Background: an optimization exercise with open tools, aiming at small area, a short achievable clock period and few clock cycles per item. Do not read the settings as production practice. Only simulation tests tie the RTL to the original design; equivalence was not proved.

Setup of the reference run:
// rgb_hsv_converter
module rgb_hsv_converter #(
  parameter int unsigned CHANNEL_BITS = 8
) (
  input  logic                         clk_i,
  input  logic                         rst_ni,
  input  logic                         cfg_we_i,
  input  logic                         cfg_wdata_i,
  input  logic                         pix_i_valid,
  output logic                         pix_i_ready,
  input  logic [CHANNEL_BITS-1:0]      pix_i_red,
  input  logic [CHANNEL_BITS-1:0]      pix_i_green,
  input  logic [CHANNEL_BITS-1:0]      pix_i_blue,
  input  logic [rhc_pkg::HUE_BITS-1:0] pix_i_hue,
  input  logic [CHANNEL_BITS-1:0]      pix_i_saturation,
  input  logic [CHANNEL_BITS-1:0]      pix_i_brightness,
  input  logic [CHANNEL_BITS-1:0]      pix_i_alpha,
  output logic                         pix_o_valid,
  input  logic                         pix_o_ready,
  output logic [CHANNEL_BITS-1:0]      pix_o_out_red,
  output logic [CHANNEL_BITS-1:0]      pix_o_out_green,
  output logic [CHANNEL_BITS-1:0]      pix_o_out_blue,
  output logic [rhc_pkg::HUE_BITS-1:0] pix_o_out_hue,
  ...
Size: ~450 flip-flops, roughly 120 I/O pins.
export LEC_CHECK = 0
export ABC_AREA = 1
export CAP_MARGIN = 20
export CORE_MARGIN = 2
export CORE_UTILIZATION = 55
export CTS_CLUSTER_DIAMETER = 100
export CTS_CLUSTER_SIZE = 24
export PLACE_DENSITY = 0.65
export SETUP_SLACK_MARGIN = 5
export SLEW_MARGIN = 20
create_clock -name core_clock -period 10.0 [get_ports {clk_i}]
standard.sh (not shown) runs the stock make flow with config.mk's settings and CLKGATE_MAP_FILE= SYNTH_SCRIPT=/design/flow/synth_recipe.tcl, a recipe that flattens the netlist after the stock synthesis.
==> flow/flow/run.sh <==
#!/bin/bash
set -euo pipefail
sed -e 's#"\${@:-finish}"#BUFFER_PORTS_ARGS="-buffer_cell sky130_fd_sc_hd__buf_2" "${@:-finish}"#' \
  -e 's/SETUP_SLACK_MARGIN=5 /SETUP_SLACK_MARGIN=5.8 /' \
  standard.sh > standard_own.sh
grep -q 'BUFFER_PORTS_ARGS' standard_own.sh
grep -q 'SETUP_SLACK_MARGIN=5.8 ' standard_own.sh
bash standard_own.sh > standard.log 2>&1
The reference run: flow completed, timing, DRC and antenna clean
Testbench counts of the reference run, summed over its fixed seeds: cycles 19,368, items 19,200.
Setup changes, the reference run to the trial run
# the reference run
export LEC_CHECK = 0
export ABC_AREA = 1
export CAP_MARGIN = 20
export CORE_MARGIN = 2
export CORE_UTILIZATION = 55
export CTS_CLUSTER_DIAMETER = 100
export CTS_CLUSTER_SIZE = 24
export PLACE_DENSITY = 0.65
export SETUP_SLACK_MARGIN = 5
export SLEW_MARGIN = 20
create_clock -name core_clock -period 10.0 [get_ports {clk_i}]
# the trial run
export LEC_CHECK = 0
export ABC_AREA = 1
export CAP_MARGIN = 20
export CORE_MARGIN = 2
export CORE_UTILIZATION = 40
export CTS_CLUSTER_DIAMETER = 100
export CTS_CLUSTER_SIZE = 24
export PLACE_DENSITY = 0.7
export SETUP_SLACK_MARGIN = 5
export SLEW_MARGIN = 20
create_clock -name core_clock -period 10.0 [get_ports {clk_i}]
==> flow/run.sh (new file) <==
#!/bin/bash
# synth_recipe.tcl (not shown) runs the flow's synth.tcl, then flattens the netlist and writes it again
# the make line also repeats each setting of config.mk as NAME=value (left out here)
make -C /OpenROAD-flow-scripts/flow DESIGN_CONFIG=/design/flow/config.mk WORK_HOME=/design/flow/orfs CLKGATE_MAP_FILE= SYNTH_SCRIPT=/design/flow/synth_recipe.tcl finish
removed: flow/flow/run.sh
removed: flow/standard.sh
--- outcome ---
In the metrics for the reference run and the trial run, the one carrying the higher area added between synthesis and finish is the reference run.
The trial run vs the reference run — area inside the core boundary climbed by more than a quarter
Between the reference run and the trial run, die outline area increased.
Maximum number of pins on one net before global-route repair sits higher in the trial run than in the reference run.

rgb_hsv_converter again, from the RTL that the note above started with.
Settings: LEC_CHECK=0, CAP_MARGIN=20, CORE_MARGIN=2, CORE_UTILIZATION=40, CTS_CLUSTER_DIAMETER=100, CTS_CLUSTER_SIZE=24, SETUP_SLACK_MARGIN=5, SLEW_MARGIN=20; clock period 10.0 ns.
run.sh (not shown) runs the stock make flow with config.mk's settings and CLKGATE_MAP_FILE= SYNTH_SCRIPT=/design/flow/synth_recipe.tcl, a recipe that flattens the netlist after the stock synthesis.
Stock flow here: none of the scripts above is used.
The baseline finished clean.
Testbench counts at the start, summed over its fixed seeds: cycles 19,368, items 19,200.
Then changed:
Settings changed: ABC_AREA set to 1, TNS_END_PERCENT set to 10.
Count of clock-buffer cells in the layout came out lower by 6; cell area came out lower slightly; wire length came out higher by a few percent.
Then changed:
Settings changed: TNS_END_PERCENT 10 to unset.
Result: Die area does not change; utilization is higher by 0.14 points; synthesized area does not change; cell count is about the same; maximum frequency is higher by 0.76%; non-clock buffer count is higher by 8.
Then changed:
==> flow/flow/run.sh (new file) <==
#!/bin/bash
set -euo pipefail
sed -e 's#"\${@:-finish}"#BUFFER_PORTS_ARGS="-buffer_cell sky130_fd_sc_hd__buf_2" "${@:-finish}"#' \
  -e 's/SETUP_SLACK_MARGIN=5 /SETUP_SLACK_MARGIN=5.3 /' \
  standard.sh > standard_own.sh
grep -q 'BUFFER_PORTS_ARGS' standard_own.sh
grep -q 'SETUP_SLACK_MARGIN=5.3 ' standard_own.sh
bash standard_own.sh > standard.log 2>&1
==> flow/standard.sh (new file) <==
#!/bin/bash
# synth_recipe.tcl (not shown) runs the flow's synth.tcl, then flattens the netlist and writes it again
# the make line also repeats each setting of config.mk as NAME=value (left out here)
make -C /OpenROAD-flow-scripts/flow DESIGN_CONFIG=/design/flow/config.mk WORK_HOME=/design/flow/orfs CLKGATE_MAP_FILE= SYNTH_SCRIPT=/design/flow/synth_recipe.tcl "${@:-finish}"
Settings changed: CORE_UTILIZATION 40 to 55, PLACE_DENSITY set to 0.65.
removed: flow/run.sh
Result:
- The new run completed with no timing, DRC or antenna violations
- cell count fell by a few percent
- die area drops by a quarter to a third
- via count rose slightly
- non-clock buffer count goes up by 38
- synthesized cell count does not change
- area after synthesis is unchanged
- utilization climbs by 16 points
Then changed:
==> flow/run.sh (new file) <==
#!/bin/bash
# synth_recipe.tcl (not shown) runs the flow's synth.tcl, then flattens the netlist and writes it again
# the make line also repeats each setting of config.mk as NAME=value (left out here)
make -C /OpenROAD-flow-scripts/flow DESIGN_CONFIG=/design/flow/config.mk WORK_HOME=/design/flow/orfs CLKGATE_MAP_FILE= SYNTH_SCRIPT=/design/flow/synth_recipe.tcl finish
Settings changed: CORE_UTILIZATION 55 to 40, CTS_CLUSTER_DIAMETER 100 to unset, CTS_CLUSTER_SIZE 24 to unset, PLACE_DENSITY 0.65 to unset.
removed: flow/flow/run.sh
removed: flow/standard.sh
Final cell count goes up by a few percent.
Setup slack degrades by 320 ps.
Utilization goes down by 15 points.
Synthesized cell count stays the same.
Hold slack degrades by 15 ps.
Maximum frequency goes down by a few percent.
Clock skew goes down by 10 ps.
Register-to-register slack degrades by 90 ps.
Then changed:
Settings changed: CORE_UTILIZATION 40 to 55, CTS_CLUSTER_DIAMETER set to 100, CTS_CLUSTER_SIZE set to 24, PLACE_DENSITY set to 0.65.
Fmax climbs by 3.8%. Cell area drops by 3.1%.

## re-timing with driven ports
The flow's constraints put no driver on any port. The routed layouts listed below were extracted and timed again, unchanged, in two steps. Step 1 assumes that a clkbuf_16 drives the clock port and a buf_2 every other input. Step 2 adds t to the input delays and takes it off the output delays; t is the mean of the earliest and latest rising clock arrival at the registers after step 1. Input paths then give back, and output paths get back, about the clock's delay inside the block. Three values: ideal ports, drivers, drivers and shift; two values: the first two.
run	shift t [ns]	setup slack, ns	pins driven straight from the clock port
the reference run	0.648	5.376 / 5.376 / 5.376	1
the trial run	0.639	5.053 / 5.032 / 4.757	1
the first run of note 2	0.647	5.061 / 5.061 / 4.577	1
the second run of note 2	0.659	5.004 / 4.978 / 4.838	1
the third run of note 2	0.659	5.042 / 5.016 / 4.848	1
the fourth run of note 2	0.633	5.363 / 5.363 / 5.121	1
the fifth run of note 2	0.665	5.043 / 5.017 / 4.755	1
the sixth run of note 2	0.641	5.224 / 5.224 / 4.851	1
After both steps setup and hold are still met in every run listed. The setup slack of the first run of note 2, which loses most, moves by 0.000 ns with the drivers and by -0.484 ns with both steps.
